This is an optimization exercise on Yosys and OpenROAD, whose aim is small area, a short achievable clock period and few clock cycles per item, not a production implementation. Where RTL was checked, it was by simulation tests only, not by an equivalence proof against the original. Power figures rest on the tool's default switching activity, not on a simulated workload.

## build 57
Design playfair_byte_cipher_16x16, start of the top module:
module playfair_byte_cipher_16x16 (
  input  logic                         clk_i,
  input  logic                         rst_ni,
  input  logic                         cfg_we_i,
  input  logic [pfc_pkg::CfgIdxW-1:0]  cfg_idx_i,
  input  logic [pfc_pkg::CfgDataW-1:0] cfg_data_i,
  input  logic                         s_axis_tvalid,
  output logic                         s_axis_tready,
  input  logic [7:0]                   s_axis_tdata,   
  input  logic [pfc_pkg::OpW-1:0]      s_axis_tuser,   
  input  logic                         s_axis_tlast,   
  output logic                         m_axis_tvalid,
  input  logic                         m_axis_tready,
  output logic [7:0]                   m_axis_tdata,   
  output logic                         m_axis_tuser,   
  output logic                         m_axis_tlast    
);
For scale: about 2700 flip-flops, about 37 I/O pins, ~130000 um^2 of cells after synthesis.
clock: 8.0 ns
lec_check: 0
cap_margin: 20
cell_pad_in_sites_detail_placement: 1
cell_pad_in_sites_global_placement: 2
core_margin: 2
core_utilization: 40
cts_cluster_diameter: 120
cts_cluster_size: 20
place_density: 0.5
setup_slack_margin: 5
slew_margin: 20
run.sh (not shown) runs the stock make flow with config.mk's settings and CLKGATE_MAP_FILE= SYNTH_SCRIPT=/design/flow/synth_recipe.tcl, a recipe that flattens the netlist after the stock synthesis.
Testbench counts of build 57, summed over its fixed seeds: cycles 5,629, items 4,096.
Input changes introduced in build 33 (baseline for comparison: build 57):
Settings: changing CORE_UTILIZATION from 40 to 30; changing PLACE_DENSITY from 0.5 to 0.4; changing CTS_CLUSTER_SIZE from 20 to 16; changing CTS_CLUSTER_DIAMETER from 120 to 100.
==> comparison <==
Every stage of the flow completed for build 33, and the final layout passed the timing, DRC and antenna checks.
Looking only at layout overhead on the synthesized area, and setting everything else aside, the lower value of build 57 and build 33 goes to build 57.
Going from build 57 to build 33, via count of the first global-routing pass saw an increase; combinational share of power saw a decrease.
Compared with build 57, number of antenna violations at the first check in global routing in build 33 increased by more than a quarter.
diff inputs: build 33 => build 83
Settings: clearing CTS_CLUSTER_SIZE, which used to be 16; clearing CTS_CLUSTER_DIAMETER, which used to be 100.
==> comparison <==
Build 33 → build 83: relative slew slack lost 1.5 points; length in cells of the worst reg-to-reg path lost 2; clock insertion delay at the later pin of the skew report lost 0.03 ns; post-route total power picked up an extra about 10%; post-route clock skew lost 0.0042 ns.
Comparing via count for build 83 and build 33, the smaller number came from build 33.
Build 83: number of inserted filler cells in the final layout lower than build 33
Setup changes, build 83 to build 31
Settings: swapping 0.4 for 0.5 in PLACE_DENSITY; putting CTS_CLUSTER_DIAMETER at 100 where nothing was set; swapping 30 for 40 in CORE_UTILIZATION; putting CTS_CLUSTER_SIZE at 16 where nothing was set.
--- outcome ---
- Build 31 | status: complete | timing, DRC, antenna: pass
- Library cell contributing the largest single delay on the critical path = sky130_fd_sc_hd__a221oi_1: build 31; library cell contributing the largest single delay on the critical path = sky130_fd_sc_hd__edfxtp_1: build 83
- For build 31, the classification of the worst setup path was reg -> reg, unlike build 83, where it was reg -> out.
- Comparing build 31 and build 83, final total power is lower on build 31.
- NOTE: maximum number of pins on one net before global-route repair in build 31 exceeds that of build 83
- Share of layout cells above drive strength 1 ended up 3.1 points lower on build 31 than on build 83.
- Of build 31 and build 83, the lower share of total power in the clock network belongs to build 31.
Input changes introduced in build 98 (baseline for comparison: build 31):
Settings: swapping 40 for 30 in CORE_UTILIZATION; swapping 16 for 22 in CTS_CLUSTER_SIZE; swapping 0.5 for 0.4 in PLACE_DENSITY; swapping 100 for 130 in CTS_CLUSTER_DIAMETER.
### Flow results
NOTE: power in the clock group in build 98 falls short of that of build 31. Across build 31 and build 98, none had a timing, DRC or antenna violation. On proportion of cell area occupied by registers: build 98 sits below build 31. Build 98 vs build 31, worst setup path startpoint: t_cell_q[1] vs s_hi_q[2]. Changes observed in build 98 relative to build 31: clock tree buffer count of the final layout went down by 92, total met3 wirelength after detailed routing decreased by 29% relative to the old numbers, relative max-transition margin flat, minimum setup slack in the final design saw an increase.
> inputs changed (build 98 -> build 72)
Settings: a change of CTS_CLUSTER_DIAMETER from 130 to 100; a change of SETUP_SLACK_MARGIN from 5 to 4.6; a change of CTS_CLUSTER_SIZE from 22 to 16.
Notes after the runs:
Relative to build 98, non-clock buffer total of the final layout decreased by 19% in build 72.
Compared with build 98, build 72 shows a higher number of CTS-inserted buffers.
Diff build 98 -> build 72 | final-stage net count | down slightly
Build 72 vs build 98, final wirelength went down by 1.4%.
Relative to build 98, the logic depth of the worst setup path including buffers of build 72 is lower by 1.
Comparing the two runs side by side, build 72 comes out behind build 98 on register-to-register slack.
Build 98 and build 72 ended up with nearly the same sum of routed wire segments on met1.
Share of total power in the clock network was higher in build 72 than in build 98.

========
maple:
Another version of the RTL of playfair_byte_cipher_16x16 (not shown whole).
For scale: about 2600 flip-flops, about 37 I/O pins.
Settings: LEC_CHECK=0, CAP_MARGIN=20, CORE_MARGIN=2, CORE_UTILIZATION=30, MIN_ROUTING_LAYER=met2, PLACE_DENSITY=0.4, SLEW_MARGIN=20; clock period 8.0 ns.
As the logs show, maple stopped at global routing (5_1_grt) after a tool error, so it never reached the end of the flow.
Input changes introduced in amber (baseline for comparison: maple):
- CTS_CLUSTER_SIZE now 24, previously not set
- SETUP_SLACK_MARGIN now 3.5, previously not set
Notes after the runs:
- In the summary table, amber is marked failed, with error GRT-0116 raised in global routing (5_1_grt).
- Per the comparison of amber with maple, sequential area share after synthesis level; number of post-CTS setup repair buffers moved up; number of gates resized after cts moved up; floorplan die height level.
- From amber to maple, instance area after placement did not move at all.
- Any difference in proportion of register bits with asynchronous set or reset after synthesis between maple and amber is small enough to ignore.
- Gate count of the mapped netlist: amber vs maple identical
- | initial cell density of the core | maple vs amber | ≈ equal |
Function was not checked in any run of this note: the RTL went through the layout flow alone.

========
red:
playfair_byte_cipher_16x16, a different RTL version from the one above (not shown whole).
Size in the first run: ~9500 cells after synthesis, ~2700 flip-flops, ~0.13 mm2 of cells after synthesis.
Settings: LEC_CHECK=0, CAP_MARGIN=20, CELL_PAD_IN_SITES_DETAIL_PLACEMENT=1, CELL_PAD_IN_SITES_GLOBAL_PLACEMENT=2, CORE_MARGIN=2, CORE_UTILIZATION=35, PLACE_DENSITY=0.45, SETUP_SLACK_MARGIN=5, SLEW_MARGIN=20; clock period 8.0 ns.
Testbench counts of red, summed over its fixed seeds: cycles 5,621, items 4,096.
Modified inputs, blue compared to red
Settings: changing CORE_UTILIZATION from 35 to 30; changing PLACE_DENSITY from 0.45 to 0.4.
### Flow results
The final layout from blue, which completed every stage, passed the timing, DRC and antenna checks at the end of the flow.
blue does worse than red on static leakage power.
blue: post-route clock skew lower than red
The worst setup path startpoint comes out s_hi_q[15] in one run and s_hi_q[6] in the other, namely in blue and red respectively.
Looking at cell type of the slowest stage on the worst timing path, the a22oi_2 result is from red; the a221oi_1 one comes from blue.
On worst-case setup slack after placement: between red and blue, it ends up lower for blue.
As of blue, cell area after layout had risen slightly compared to red.
Detailed placer's ending HPWL grows by a few percent when moving from red to blue.

[afterwards: timing with drivers on the ports]
The flow's constraints put no driver on any port. The routed layouts listed below were extracted and timed again, unchanged, in two steps. Step 1 (the two cells are an assumption about what drives the block):
set clk [get_ports {clk_i}]
set_driving_cell -lib_cell sky130_fd_sc_hd__clkbuf_16 $clk
set_driving_cell -lib_cell sky130_fd_sc_hd__buf_2 [delete_from_list [all_inputs] $clk]
Step 2 moves the port delays by t, midway between the first and last clock arrival at a register: inputs arrive t later, outputs are due t later. That takes back most of the time a late clock gives input paths. Slacks: ideal / step 1 / step 2; pairs: ideal / step 1.
run | t (ns) | slack for setup (ns) | worst setup path after step 2 | worst register clock-pin slew, ns
build 57 | 1.002 | 4.826 / 4.719 / 4.480 | input, reset recovery | 0.10 / 0.10
build 33 | 1.116 | 4.815 / 4.683 / 4.567 | input, reset recovery | 0.09 / 0.09
build 83 | 1.080 | 4.852 / 4.742 / 4.572 | input, reset recovery | 0.07 / 0.07
build 31 | 1.055 | 4.797 / 4.675 / 4.501 | input, reset recovery | 0.09 / 0.09
build 98 | 1.058 | 4.839 / 4.766 / 4.606 | input, reset recovery | 0.11 / 0.11
build 72 | 1.079 | 4.428 / 4.428 / 4.428 | register to register | 0.09 / 0.09
red | 1.079 | 4.391 / 4.391 / 4.391 | register to register | 0.07 / 0.07
blue | 1.087 | 4.478 / 4.478 / 4.478 | register to register | 0.07 / 0.07
After both steps every run listed still meets setup and hold. For build 57, which loses most, drivers alone change the setup slack by -0.107 ns; drivers and shift together by -0.346 ns. The worst setup slack also covers recovery checks on asynchronous resets.
